From an optimization exercise on the open Yosys and OpenROAD flow, aimed at small area; shortcuts taken in it are not production practice. Function was checked by simulation only, so behaviour that the tests miss may differ from the original. Power and IR drop assume default switching activity.

== north ==
Design processor, start of the top module:
module processor (
  input  logic        clk,
  input  logic        reset,
  input  logic [31:0] instruction,
  output logic [31:0] addr,
  output logic [31:0] out,
  output logic        sys_dne,
  output logic        rw
);
==> module processor, before the edit <==
module processor (
  input  logic        clk,
  input  logic        reset,
  input  logic [31:0] instruction,
  output logic [31:0] addr,
  output logic [31:0] out,
  output logic        sys_dne,
  output logic        rw
);
  localparam logic [5:0] OP_AND = 6'd6;
  localparam logic [5:0] OP_OR  = 6'd7;
  localparam logic [5:0] OP_XOR = 6'd8;
  localparam logic [5:0] OP_NOT = 6'd9;
  localparam logic [5:0] OP_LI  = 6'd10;
  logic [31:0] pc_q;
  logic [3:0]  ph_q;
  logic        started_q;    
  always_ff @(posedge clk or negedge reset) begin
    if (!reset) begin
      pc_q      <= '0;
      ph_q      <= '0;
      started_q <= 1'b0;
    end else begin
      {pc_q, ph_q} <= {pc_q, ph_q} + 36'd1;
      if (ph_q == 4'd15) started_q <= 1'b1;
    end
  end
  logic [5:0] op;
  logic [4:0] rs, rt, rd, dst;
  logic       is_and, is_or, is_xor, is_not, is_li, wr;
  assign op  = instruction[31:26];
  assign rs  = instruction[25:21];
  assign rt  = instruction[20:16];
  assign rd  = instruction[15:11];
  assign is_and = (op == OP_AND);
  assign is_or  = (op == OP_OR);
  assign is_xor = (op == OP_XOR);
  assign is_not = (op == OP_NOT);
  assign is_li  = (op == OP_LI);
  assign wr     = is_and | is_or | is_xor | is_not | is_li;
  assign dst    = is_li ? rs : (is_not ? rt : rd);
  logic [31:0][15:0] lo_q;
  logic [31:0]       col0;      
  logic [31:0]       we;
  logic a, b, res;
  logic [3:0] wsel_hi;
  logic [7:0] wsel_lo;
  always_comb begin
    wsel_hi = '0;
    wsel_hi[dst[4:3]] = wr;
    wsel_lo = '0;
    wsel_lo[dst[2:0]] = 1'b1;
  end
  logic [7:0] a1, b1;
  logic [1:0] a2, b2;
  for (genvar k = 0; k < 8; k++) begin : g_rd1
    assign a1[k] = col0[4 * k + rs[1:0]];
    assign b1[k] = col0[4 * k + rt[1:0]];
  end
  for (genvar k = 0; k < 2; k++) begin : g_rd2
    assign a2[k] = a1[4 * k + rs[3:2]];
    assign b2[k] = b1[4 * k + rt[3:2]];
  end
  assign a = a2[rs[4]];
  assign b = b2[rt[4]];
  always_comb begin
    if (is_li)       res = instruction[ph_q];
    else if (is_not) res = ~a;
    else if (is_and) res = a & b;
    else if (is_or)  res = a | b;
    else             res = a ^ b;
  end
  for (genvar i = 0; i < 32; i++) begin : g_reg
    assign col0[i] = lo_q[i][0];
    assign we[i]   = wsel_hi[i / 8] & wsel_lo[i % 8];
    always_ff @(posedge clk) begin
      lo_q[i] <= {(we[i] ? res : lo_q[i][0]), lo_q[i][15:1]};
    end
  end
  logic [31:0] hr_q;
  logic [3:0]  tap;
  logic [1:0]  j_rs, j_rt, j_dst;
  logic        cap_a, cap_b, ins;
  logic        ha_q, hb_q, hres;
  assign tap   = {hr_q[24], hr_q[16], hr_q[8], hr_q[0]};
  assign j_rs  = rs[4:3]  - {pc_q[0], ph_q[3]};
  assign j_rt  = rt[4:3]  - {pc_q[0], ph_q[3]};
  assign j_dst = dst[4:3] - {pc_q[0], ph_q[3]};
  assign cap_a = ~ph_q[3] & (ph_q[2:0] == rs[2:0]);
  assign cap_b = ~ph_q[3] & (ph_q[2:0] == rt[2:0]);
  assign ins   = wr & ph_q[3] & (ph_q[2:0] == dst[2:0]);
  always_ff @(posedge clk) begin
    if (cap_a) ha_q <= tap[j_rs];
    if (cap_b) hb_q <= tap[j_rt];
  end
  always_comb begin
    if (is_li)       hres = 1'b0;
    else if (is_not) hres = ~ha_q;
    else if (is_and) hres = ha_q & hb_q;
    else if (is_or)  hres = ha_q | hb_q;
    else             hres = ha_q ^ hb_q;
  end
  always_ff @(posedge clk) begin
    hr_q <= {hr_q[0], hr_q[31:1]};
    if (ins) begin
      case (j_dst)
        2'd0: hr_q[31] <= hres;
        2'd1: hr_q[7]  <= hres;
        2'd2: hr_q[15] <= hres;
        default: hr_q[23] <= hres;
      endcase
    end
  end
  logic [15:0] out_lo_q;
  logic        out_hi_q;
  always_ff @(posedge clk) begin
    out_lo_q <= {(wr ? res : (out_lo_q[0] & started_q)), out_lo_q[15:1]};
    if (ph_q == 4'd15) out_hi_q <= wr ? hres : (out_hi_q & started_q);
  end
  assign sys_dne = started_q & (ph_q == 4'd0);
  assign addr    = pc_q;
  assign out     = {{16{out_hi_q}}, out_lo_q};
  assign rw      = 1'b0;
endmodule
==> flow/config.mk <==
export PLATFORM = sky130hd
export DESIGN_NAME = processor
export DESIGN_NICKNAME = processor
export VERILOG_FILES = /design/flow/design.v
export SDC_FILE = /design/flow/constraint.sdc
export NUM_CORES = 4
export LEC_CHECK = 0
export CAP_MARGIN = 20
export CORE_MARGIN = 2
export CORE_UTILIZATION = 40
export SLEW_MARGIN = 20
==> flow/constraint.sdc <==
create_clock -name core_clock -period 6.0 [get_ports {clk}]
set_input_delay 1.2000 -clock core_clock [delete_from_list [all_inputs] [get_ports {clk}]]
set_output_delay 1.2000 -clock core_clock [all_outputs]
set_load 0.01 [all_outputs]
standard.sh (not shown) runs the stock make flow with config.mk's settings and CLKGATE_MAP_FILE= SYNTH_SCRIPT=/design/flow/synth_recipe.tcl, a recipe that flattens the netlist after the stock synthesis.
==> flow/flow/run.sh <==
#!/bin/bash
# Layout flow: the standard ORFS flow (standard.sh, unchanged synthesis),
# with smaller port buffers and a clock tree of clkbuf_8 clusters without
# dummy loads. Each tool's output goes to its own log in the work folder.
set -euo pipefail
export BUFFER_PORTS_ARGS="-buffer_cell sky130_fd_sc_hd__buf_1"
export CTS_ARGS="-sink_clustering_enable -repair_clock_nets -buf_list sky130_fd_sc_hd__clkbuf_4 -sink_clustering_size 12 -sink_clustering_max_diameter 40 -dont_use_dummy_load"
bash standard.sh synth > log_synth.txt 2>&1
bash standard.sh floorplan > log_floorplan.txt 2>&1
bash standard.sh place > log_place.txt 2>&1
bash standard.sh cts > log_cts.txt 2>&1
bash standard.sh route > log_route.txt 2>&1
bash standard.sh finish > log_finish.txt 2>&1
Relative to north, the following input files were edited for south:
--- a/flow/design.v
+++ b/flow/design.v
@@ -44,24 +44,10 @@
   logic [31:0]       we;
   logic a, b, res;
-  logic [3:0] wsel_hi;
-  logic [7:0] wsel_lo;
   always_comb begin
-    wsel_hi = '0;
-    wsel_hi[dst[4:3]] = wr;
-    wsel_lo = '0;
-    wsel_lo[dst[2:0]] = 1'b1;
+    we = '0;
+    we[dst] = wr;
   end
-  logic [7:0] a1, b1;
-  logic [1:0] a2, b2;
-  for (genvar k = 0; k < 8; k++) begin : g_rd1
-    assign a1[k] = col0[4 * k + rs[1:0]];
-    assign b1[k] = col0[4 * k + rt[1:0]];
-  end
-  for (genvar k = 0; k < 2; k++) begin : g_rd2
-    assign a2[k] = a1[4 * k + rs[3:2]];
-    assign b2[k] = b1[4 * k + rt[3:2]];
-  end
-  assign a = a2[rs[4]];
-  assign b = b2[rt[4]];
+  assign a = col0[rs];
+  assign b = col0[rt];
   always_comb begin
     if (is_li)       res = instruction[ph_q];
@@ -73,5 +59,4 @@
   for (genvar i = 0; i < 32; i++) begin : g_reg
     assign col0[i] = lo_q[i][0];
-    assign we[i]   = wsel_hi[i / 8] & wsel_lo[i % 8];
     always_ff @(posedge clk) begin
       lo_q[i] <= {(we[i] ? res : lo_q[i][0]), lo_q[i][15:1]};
## What came out
Compared with north, south shows a higher final HPWL from detailed placement.
Taking north as the reference point, the power drawn by the combinational cells of south rises by about 43%.
Between north and south, critical path depth decreased.
[compare] base=north new=south: part of the total power dissipated in the clock network fell by 1.2 points, wire length rose by about 6%.
Comparing slack of the worst reg-to-reg path for south and north, the smaller number came from north.
Taking north as 1.0, south lands at 1.10 on detailed-route wire length on metal 1.
south vs north — internal power contribution dropped about 1%.
In the final reports, the cell area of south is larger than that of north.
Going from north to south, core utilization shrank by 0.47 points, number of inserted filler cells in the final layout grew by 120, cell leakage power grew by about 0.9%, worst setup margin shrank by 0.31 ns.
In the metrics for south and north, the one carrying the higher data-path buffer share of cell area in the final layout is south.

## port drivers added, routing unchanged
No port has a modelled driver above. Below, the same layouts with a new extraction and two added sets of constraints. Step 1, drivers: a clkbuf_16 drives clk and a buf_2 each remaining input, both assumed. Step 2 times the ports against the registers' clock, not the clock port: input delays grow and output delays shrink by t, the midpoint of the rising clock arrivals with the driver on. Three values: no drivers, after step 1, after step 2; two values: the first two.
| run | shift t [ns] | slack for setup (ns) | worst register clock-pin slew, ns |
|---|---|---|---|
| north | 0.728 | 1.925 / 1.910 / 1.182 | 0.12 / 0.12 |
| south | 0.759 | 1.616 / 1.635 / 0.876 | 0.12 / 0.12 |
After both steps setup and hold are still met in every run listed. The setup slack of north, which loses most, moves by -0.015 ns with the drivers and by -0.743 ns with both steps.
